This is an optimization exercise on Yosys and OpenROAD, whose aim is small area, not a production implementation. Only simulation tests tie the RTL to the original design; equivalence was not proved. Power figures rest on the tool's default switching activity, not on a simulated workload.

<file path="design/flow/config.mk">
export PLATFORM = sky130hd
export DESIGN_NAME = bus_checker
export DESIGN_NICKNAME = bus_checker
export VERILOG_FILES = /design/flow/design.v
export SDC_FILE = /design/flow/constraint.sdc
export NUM_CORES = 4
export LEC_CHECK = 0
export CAP_MARGIN = 20
export CORE_MARGIN = 2
export CORE_UTILIZATION = 40
export SLEW_MARGIN = 20
</file>
<file path="design/flow/constraint.sdc">
create_clock -name core_clock -period 10.0 [get_ports {clk}]
set_input_delay 2.0000 -clock core_clock [delete_from_list [all_inputs] [get_ports {clk}]]
set_output_delay 2.0000 -clock core_clock [all_outputs]
set_load 0.01 [all_outputs]
</file>
<file path="design/flow/design.v">
package bus_checker_pkg;
   localparam int ID_W      = 8;
   localparam int MAX_PKT_W = 64;
   localparam int MAX_TS_W  = 64;
   typedef enum logic [1:0] {
      RES_PASS     = 2'd0,
      RES_NO_MATCH = 2'd1,
      RES_MISROUTE = 2'd2,
      RES_BAD_ID   = 2'd3
   } res_code_e;
   typedef struct packed {
      logic [ID_W-1:0]      src;
      logic [MAX_PKT_W-1:0] data;
      logic [MAX_TS_W-1:0]  ts;
      logic                 valid;
   } entry_t;
endpackage
module bus_checker_sb #(
   parameter int DRVRS   = 4,
   parameter int PCKG_SZ = 16,
   parameter int DEPTH   = 16,
   parameter int TS_W    = 16,
   localparam int SW = $clog2(DRVRS),
   localparam int IW = $clog2(DEPTH),
   localparam int CW = $clog2(DEPTH + 1)
) (
   input  logic               clk_i,
   input  logic               rst_ni,
   input  logic               push_i,
   input  logic [SW-1:0]      push_src_i,
   input  logic [PCKG_SZ-1:0] push_data_i,
   input  logic [TS_W-1:0]    push_ts_i,
   input  logic               srch_i,
   input  logic [SW-1:0]      srch_dst_i,
   input  logic [PCKG_SZ-1:0] srch_data_i,
   output logic               hit_o,
   output logic               misroute_o,
   output logic [IW-1:0]      hit_idx_o,
   output logic [SW-1:0]      hit_src_o,
   output logic [TS_W-1:0]    hit_ts_o,
   output logic [CW-1:0]      count_o
);
   localparam int ID_W      = bus_checker_pkg::ID_W;
   localparam int MAX_PKT_W = bus_checker_pkg::MAX_PKT_W;
   localparam int MAX_TS_W  = bus_checker_pkg::MAX_TS_W;
   logic [DEPTH-1:0][ID_W-1:0]      src_q, src_d;
   logic [DEPTH-1:0][MAX_PKT_W-1:0] data_q, data_d;
   logic [DEPTH-1:0][MAX_TS_W-1:0]  ts_q, ts_d;
   logic [DEPTH-1:0]                valid_q, valid_d;
   logic [CW-1:0]    count_q, count_d, count_kept;
   logic [DEPTH-1:0] match;
   logic             found, dst_ok, remove;
   always_comb begin
      match = '0;
      for (int i = 0; i < DEPTH; i++)
         match[i] = valid_q[i] && (data_q[i] == MAX_PKT_W'(srch_data_i));
   end
   always_comb begin
      hit_idx_o = '0;
      for (int i = DEPTH - 1; i >= 0; i--)
         if (match[i]) hit_idx_o = IW'(i);
   end
   assign found      = |match;
   assign dst_ok     = srch_data_i[PCKG_SZ-1 -: ID_W] == ID_W'(srch_dst_i);
   assign hit_o      = found && dst_ok;
   assign misroute_o = found && !dst_ok;
   assign hit_src_o  = SW'(src_q[hit_idx_o]);
   assign hit_ts_o   = TS_W'(ts_q[hit_idx_o]);
   assign remove     = srch_i && hit_o;
   assign count_o    = count_q;
   assign count_kept = count_q - CW'(remove);
   always_comb begin
      for (int i = 0; i < DEPTH - 1; i++) begin
         if (remove && i >= hit_idx_o) begin
            src_d[i]   = src_q[i + 1];
            data_d[i]  = data_q[i + 1];
            ts_d[i]    = ts_q[i + 1];
            valid_d[i] = valid_q[i + 1];
         end else begin
            src_d[i]   = src_q[i];
            data_d[i]  = data_q[i];
            ts_d[i]    = ts_q[i];
            valid_d[i] = valid_q[i];
         end
      end
      src_d[DEPTH-1]   = remove ? '0 : src_q[DEPTH-1];
      data_d[DEPTH-1]  = remove ? '0 : data_q[DEPTH-1];
      ts_d[DEPTH-1]    = remove ? '0 : ts_q[DEPTH-1];
      valid_d[DEPTH-1] = remove ? 1'b0 : valid_q[DEPTH-1];
      for (int i = 0; i < DEPTH; i++)
         if (push_i && i == count_kept) begin
            src_d[i]   = ID_W'(push_src_i);
            data_d[i]  = MAX_PKT_W'(push_data_i);
            ts_d[i]    = MAX_TS_W'(push_ts_i);
            valid_d[i] = 1'b1;
         end
      count_d = count_kept + CW'(push_i);
   end
   always_ff @(posedge clk_i or negedge rst_ni) begin
      if (!rst_ni) begin
         count_q <= '0;
         src_q   <= '0;
         data_q  <= '0;
         ts_q    <= '0;
         valid_q <= '0;
      end else begin
         count_q <= count_d;
         src_q   <= src_d;
         data_q  <= data_d;
         ts_q    <= ts_d;
         valid_q <= valid_d;
      end
   end
endmodule
module bus_checker
#(
   parameter int DRVRS   = 4,
   parameter int PCKG_SZ = 16,
   parameter int DEPTH   = 16,
   parameter int TS_W    = 16,
   localparam int SW = $clog2(DRVRS),
   localparam int IW = $clog2(DEPTH),
   localparam int CW = $clog2(DEPTH + 1)
) (
   input  logic               clk,
   input  logic               rst_n,
   input  logic               drv_valid,
   output logic               drv_ready,
   input  logic [SW-1:0]      drv_src,
   input  logic [PCKG_SZ-1:0] drv_data,
   input  logic               mon_valid,
   input  logic [SW-1:0]      mon_dst,
   input  logic [PCKG_SZ-1:0] mon_data,
   output logic               res_valid,
   output logic [1:0]         res_code,
   output logic [SW-1:0]      res_src,
   output logic [PCKG_SZ-1:0] res_data,
   output logic [TS_W-1:0]    res_latency,
   output logic [CW-1:0]      pending,
   output logic [15:0]        pass_cnt,
   output logic [15:0]        fail_cnt
);
   logic [TS_W-1:0]    now_q;
   logic               accept, bad_id, push;
   logic               sb_hit, sb_misroute;
   logic [IW-1:0]      sb_hit_idx;
   logic [SW-1:0]      sb_src;
   logic [TS_W-1:0]    sb_ts;
   logic               res_valid_q, res_valid_d;
   bus_checker_pkg::res_code_e res_code_q, res_code_d;
   logic [SW-1:0]      res_src_q, res_src_d;
   logic [PCKG_SZ-1:0] res_data_q, res_data_d;
   logic [TS_W-1:0]    res_lat_q, res_lat_d;
   logic [15:0]        pass_q, pass_d, fail_q, fail_d;
   logic [1:0]         fail_inc;
   logic [16:0]        fail_sum;
   assign drv_ready = pending < CW'(DEPTH);
   assign accept    = drv_valid && drv_ready;
   assign bad_id    = accept && (drv_data[PCKG_SZ-1 -: bus_checker_pkg::ID_W] >= bus_checker_pkg::ID_W'(DRVRS));
   assign push      = accept && !bad_id;
   bus_checker_sb #(
      .DRVRS   (DRVRS),
      .PCKG_SZ (PCKG_SZ),
      .DEPTH   (DEPTH),
      .TS_W    (TS_W)
   ) u_sb (
      .clk_i       (clk),
      .rst_ni      (rst_n),
      .push_i      (push),
      .push_src_i  (drv_src),
      .push_data_i (drv_data),
      .push_ts_i   (now_q),
      .srch_i      (mon_valid),
      .srch_dst_i  (mon_dst),
      .srch_data_i (mon_data),
      .hit_o       (sb_hit),
      .misroute_o  (sb_misroute),
      .hit_idx_o   (sb_hit_idx),
      .hit_src_o   (sb_src),
      .hit_ts_o    (sb_ts),
      .count_o     (pending)
   );
   always_comb begin
      res_valid_d = 1'b0;
      res_code_d  = bus_checker_pkg::RES_PASS;
      res_src_d   = '0;
      res_data_d  = '0;
      res_lat_d   = '0;
      if (mon_valid) begin
         res_valid_d = 1'b1;
         res_data_d  = mon_data;
         if (sb_hit) begin
            res_src_d = sb_src;
            res_lat_d = now_q - sb_ts;
         end else begin
            res_code_d = sb_misroute ? bus_checker_pkg::RES_MISROUTE : bus_checker_pkg::RES_NO_MATCH;
         end
      end else if (bad_id) begin
         res_valid_d = 1'b1;
         res_code_d  = bus_checker_pkg::RES_BAD_ID;
         res_data_d  = drv_data;
      end
   end
   always_comb begin
      pass_d = pass_q;
      if (mon_valid && sb_hit && pass_q != 16'hFFFF) pass_d = pass_q + 16'd1;
      fail_inc = {1'b0, mon_valid && !sb_hit} + {1'b0, bad_id};
      fail_sum = {1'b0, fail_q} + 17'(fail_inc);
      fail_d   = fail_sum[16] ? 16'hFFFF : fail_sum[15:0];
   end
   always_ff @(posedge clk or negedge rst_n) begin
      if (!rst_n) begin
         now_q       <= '0;
         res_valid_q <= 1'b0;
         res_code_q  <= bus_checker_pkg::RES_PASS;
         res_src_q   <= '0;
         res_data_q  <= '0;
         res_lat_q   <= '0;
         pass_q      <= '0;
         fail_q      <= '0;
      end else begin
         now_q       <= now_q + TS_W'(1);
         res_valid_q <= res_valid_d;
         res_code_q  <= res_code_d;
         res_src_q   <= res_src_d;
         res_data_q  <= res_data_d;
         res_lat_q   <= res_lat_d;
         pass_q      <= pass_d;
         fail_q      <= fail_d;
      end
   end
   assign res_valid   = res_valid_q;
   assign res_code    = res_code_q;
   assign res_src     = res_src_q;
   assign res_data    = res_data_q;
   assign res_latency = res_lat_q;
   assign pass_cnt    = pass_q;
   assign fail_cnt    = fail_q;
endmodule
</file>
<file path="design/flow/run.sh">
#!/bin/bash
# synth_recipe.tcl (not shown) runs the flow's synth.tcl, then flattens the netlist and writes it again
# the make line also repeats each setting of config.mk as NAME=value (left out here)
make -C /OpenROAD-flow-scripts/flow DESIGN_CONFIG=/design/flow/config.mk WORK_HOME=/design/flow/orfs CLKGATE_MAP_FILE= SYNTH_SCRIPT=/design/flow/synth_recipe.tcl finish
</file>
==> key figures <==
Floorplanning
  • # rows: 110
  • Die height: 306 µm
  • Die ar.: 93,500 µm²
  • # IOs: 115
  • Starting Density: 0.404
  • Die X-Extent: 306 µm
  • Area of the core: 90,100 µm²

Power
  • Seq pwr share: 0.442
  • Cell Pwr Density: 150 nW/µm²
  • P_int: 4.69 mW
  • Maximum vdd drop: 0.000104 V
  • Clock share of power: 0.488
  • Total power draw: 6.24 mW
  • Comb power frac: 0.070
  • Switching Power: 1.55 mW
  • P_leak: 18.1 nW
  • Sw Ratio: 0.248

Global route
  • Largest net degree at the start of global routing: 170
  • GRT Residual Overflow: 0
  • Vias in the first global route: 29,694
  • GR Layer Usage met2: 0.449
  • GR peak layer: met2
  • Global-route wire length before repair: 196 mm
  • GRT Overall Usage: 0.277
  • Initial antenna violation count: 4
  • GR met3 Demand/Resource: 0.0411
  • Met1 Use GR: 0.366

Cells and area
  • Nets@finish: 4,034
  • Fillers: 8,546
  • Register Area: 16,300 µm²
  • Layout area overhead: 13.9%
  • Share of cells above drive strength 1: 0.0770
  • Multi-input gate area: 18,700 µm²

Critical path
  • Crit path top cell by count: a21oi_1
  • Internal reg-to-reg setup slack: 3.16 ns
  • Crit path DAT: 9.40 ns
  • R2R depth: 27
  • Critical R2R Capture: res_lat_q[15]
  • Worst Setup Start Kind: input port
  • Maximum fanout along the worst path: 18
  • R2R Path Start: u_sb.data_q[713]
  • CP Class: in -> reg
  • Critical Path Max Stage Delay: 0.93 ns
  • Slowest cell on crit path: clkdlybuf4s50_1
  • Worst setup EP type: flip-flop
  • WP data required: 10.52 ns

STA
  • Final Critical Period: 8.88 ns
  • Final setup margin: 1.12 ns
  • Max Slew Vio Count: 0
  • Slew HR: 0.305
  • Final Skew: 0.0233 ns
  • Worst slew pin tran: 1.04 ns
  • Final Hold Vio Count: 0
  • Tcrit/Tclk final: 0.888
  • RSZ-0062 raised after global routing: no
  • Endpoints failing setup: 0
  • Setup TNS: 0 ns
  • Fmax: 113 MHz

Synth
  • Post-Syn Nets: 4,041
  • Most frequent cells after synthesis: nand2_1 (729), dfrtp_1 (650), mux2i_1 (456), nor2_1 (301), o21ai_0 (210)
  • Top_reg_cell synth: dfrtp_1
  • Largest family of logic cells by synthesized area: simple AND/OR/NAND/NOR gates
  • Yosys warns: 2
  • Average cell area after synthesis: 9.16 µm²
  • Post-synth EDFFs: 0
  • Post-synth top area share: 0.447
  • Post-synth ARST share: 1.00
  • Post-synthesis mux area share: 0.128
  • Register bit count reported by yosys: 650
  • Synth Area in Adders: 0.00900
  • Register area share after synthesis: 0.447
  • Synth Area in Compound Gates: 0.119
  • Post-Synthesis Cell Area: 36,400 µm²
  • Synth Area in Simple Gates: 0.179
  • Synth cell types: 90
  • Xor/xnor share of the synthesized area: 0.0736
  • Synth top area cells: dfrtp_1 (45%), mux2i_1 (13%), nand2_1 (7.5%), xnor2_1 (3.7%), xor2_1 (3.6%)
  • Post-Syn Instances: 3,976
  • Area leader, netlist: dfrtp_1
  • Top-count cell post-synth: nand2_1

Clock network
  • Setup Fix Bufs, Post-CTS: 0
  • CTS tree: built
  • Skew-Pair Late Insertion Delay: 0.65 ns
  • Num CTS Buffers: 78
  • Max Root-Sink Buffers: 3
  • Cts hold-fix bufs: 0
  • Reg clk slew, reported paths: 0.06 ns
  • H-Tree Depth: 3
  • Root buf cell: clkbuf_16
  • CTS sink count: 650
  • Post-CTS sizing: 0

Status
  • Status: complete, no violations

Routing
  • Via Count: 30,109
  • First-pass detailed-route iteration total: 6
  • Antenna-violating nets left: 0
  • Initial DRC Count: 3,249
  • Via density: 5.79
  • Wire length per cell: 24.9 µm
  • Drt drc: 0
  • Wirelength, routed: 130 mm

Placement
  • RePlAce Congestion: 0.964
  • Pre-CTS WS: 0.682 ns
  • PortBufs: 114
  • DP Wirelength: 87.6 mm

Job
  • Max Cap Viol: 0

Hold path
  • Min-Delay Path Depth: 1
  • Worst min-delay path category: reg -> reg
  • Hold EP: pass_q[15]
  • Hold_sp: pass_q[15]
[state kept, by name, summed over array words and instances (netlist names)]
signal	flops
u_sb.data_q	256
u_sb.ts_q	256
u_sb.src_q	32
fail_q	16
now_q	16
pass_q	16
res_data_q	16
res_lat_q	16
u_sb.valid_q	16
u_sb.count_q	5
res_code_q	2
res_src_q	2
res_valid_q	1
[critical path, delay by kind of cell]
| kind | cells | cell delay, ns |
|---|---|---|
| buffers and inverters | 4 | 1.61 |
| adders and majority gates | 1 | 0.27 |
| xor gates and xnor gates | 1 | 0.18 |
| and+or+nand+nor | 8 | 1.89 |
| AOI/OAI and AO/OA | 16 | 3.40 |
[routing by layer]
metal / share of wire / vias to the layer above
met5: 0 / -
met4: 0.050 / 0
met3: 0.064 / 268
met2: 0.46 / 1174
met1: 0.42 / 14951
li1: - / 13716
[how the worst max path moves through the flow]
| stage | start | to | slack [ns] |
|---|---|---|---|
| after floorplan | mon_data[5] | res_lat_q[15] | 2.43 |
| after global placement | mon_data[0] | res_lat_q[15] | 0.79 |
| after detailed placement | mon_data[0] | res_lat_q[15] | 0.68 |
| after CTS | mon_data[0] | res_lat_q[15] | 1.30 |
| after global routing | mon_data[0] | res_lat_q[14] | 0.73 |
| final | mon_data[0] | res_lat_q[15] | 1.12 |
[logic make-up after synthesis]
family                     Yosys count
DFF                                650
adders and majority gates           25
xor gates and xnor gates           305
AOI/OAI and AO/OA                  751
muxes                              465
and+or+nand+nor                   1426
buffers and inverters              354
[final cells by class]
type | count | share of cell area
Sequential cell | 650 | 0.392
Clock buffer | 103 | 0.0540
Tap cell | 1176 | 0.0355
Multi-Input combinational cell | 2972 | 0.451
Inverter | 52 | 0.00470
Clock inverter | 35 | 0.0112
Timing Repair Buffer | 215 | 0.0513
Antenna cell | 1 | 0.0000603
[cells in the final DEF (no fill, tap or decap), types with 14 or more instances in the layout]
| cell type | Yosys | layout |
|---|---|---|
| xnor2_1 | 153 | 153 |
| buf_12 | 0 | 18 |
| nand4_1 | 49 | 49 |
| a211oi_1 | 52 | 52 |
| and3_1 | 24 | 23 |
| xor2_1 | 151 | 151 |
| nor4_1 | 27 | 27 |
| clkbuf_16 | 0 | 81 |
| o211ai_1 | 14 | 14 |
| nand3_1 | 77 | 73 |
| nor2_4 | 3 | 15 |
| ha_1 | 23 | 23 |
| mux2i_1 | 456 | 456 |
| clkdlybuf4s50_1 | 0 | 113 |
| nand2_1 | 729 | 724 |
| nor3_1 | 20 | 20 |
| buf_4 | 38 | 83 |
| nor2b_1 | 54 | 54 |
| clkinv_2 | 0 | 17 |
| a21oi_1 | 189 | 187 |
| nor2_1 | 301 | 289 |
| inv_1 | 51 | 51 |
| a31oi_1 | 82 | 82 |
| o21ai_1 | 125 | 125 |
| o21ai_0 | 210 | 210 |
| or4_1 | 37 | 37 |
| dfrtp_1 | 650 | 650 |
[stage by stage]
step                      utilization  instances  instance area (µm²)  hold WS (ns)
after floorplan                     -       3976                36400         0.472
after global placement          0.430       5065                38800         0.481
after detailed placement        0.430       5065                38800         0.484
after CTS                       0.460       5203                41500         0.498
after global routing            0.460       5204                41500         0.514
final                           0.460       5204                41500         0.495
[power by group through the flow]
stage	clock network [mW]	registers, mW	logic, mW
floorplan	0	2.79	0.210
global placement	0	2.80	0.436
detailed placement	0	2.80	0.440
CTS	3.09	2.76	0.442
global route	3.20	2.76	0.479
finish	3.05	2.76	0.438

-- re-timing with driven ports --
How much do the figures lean on ideal ports? The routed layout below was timed once more, with nothing changed but the port constraints. Step 1 (the two cells are an assumption about what drives the block):
set clk [get_ports {clk}]
set_driving_cell -lib_cell sky130_fd_sc_hd__clkbuf_16 $clk
set_driving_cell -lib_cell sky130_fd_sc_hd__buf_2 [delete_from_list [all_inputs] $clk]
Step 2, shift: input delay + t, output delay - t, t = (earliest + latest rising clock arrival at the registers) / 2. This alone moves slack from input paths to output paths. a / b / c = no drivers / after step 1 / after step 2; a / b = the first two.
t (ns): 0.706
slack for setup (ns): 1.122 / 1.164 / 0.458
worst setup path after step 2: input to register
latest minus earliest clock arrival (ns): 0.024 / 0.024
pins driven straight from the clock port: 1
After both steps setup and hold are still met in this run. The setup slack of this run moves by +0.042 ns with the drivers and by -0.664 ns with both steps.
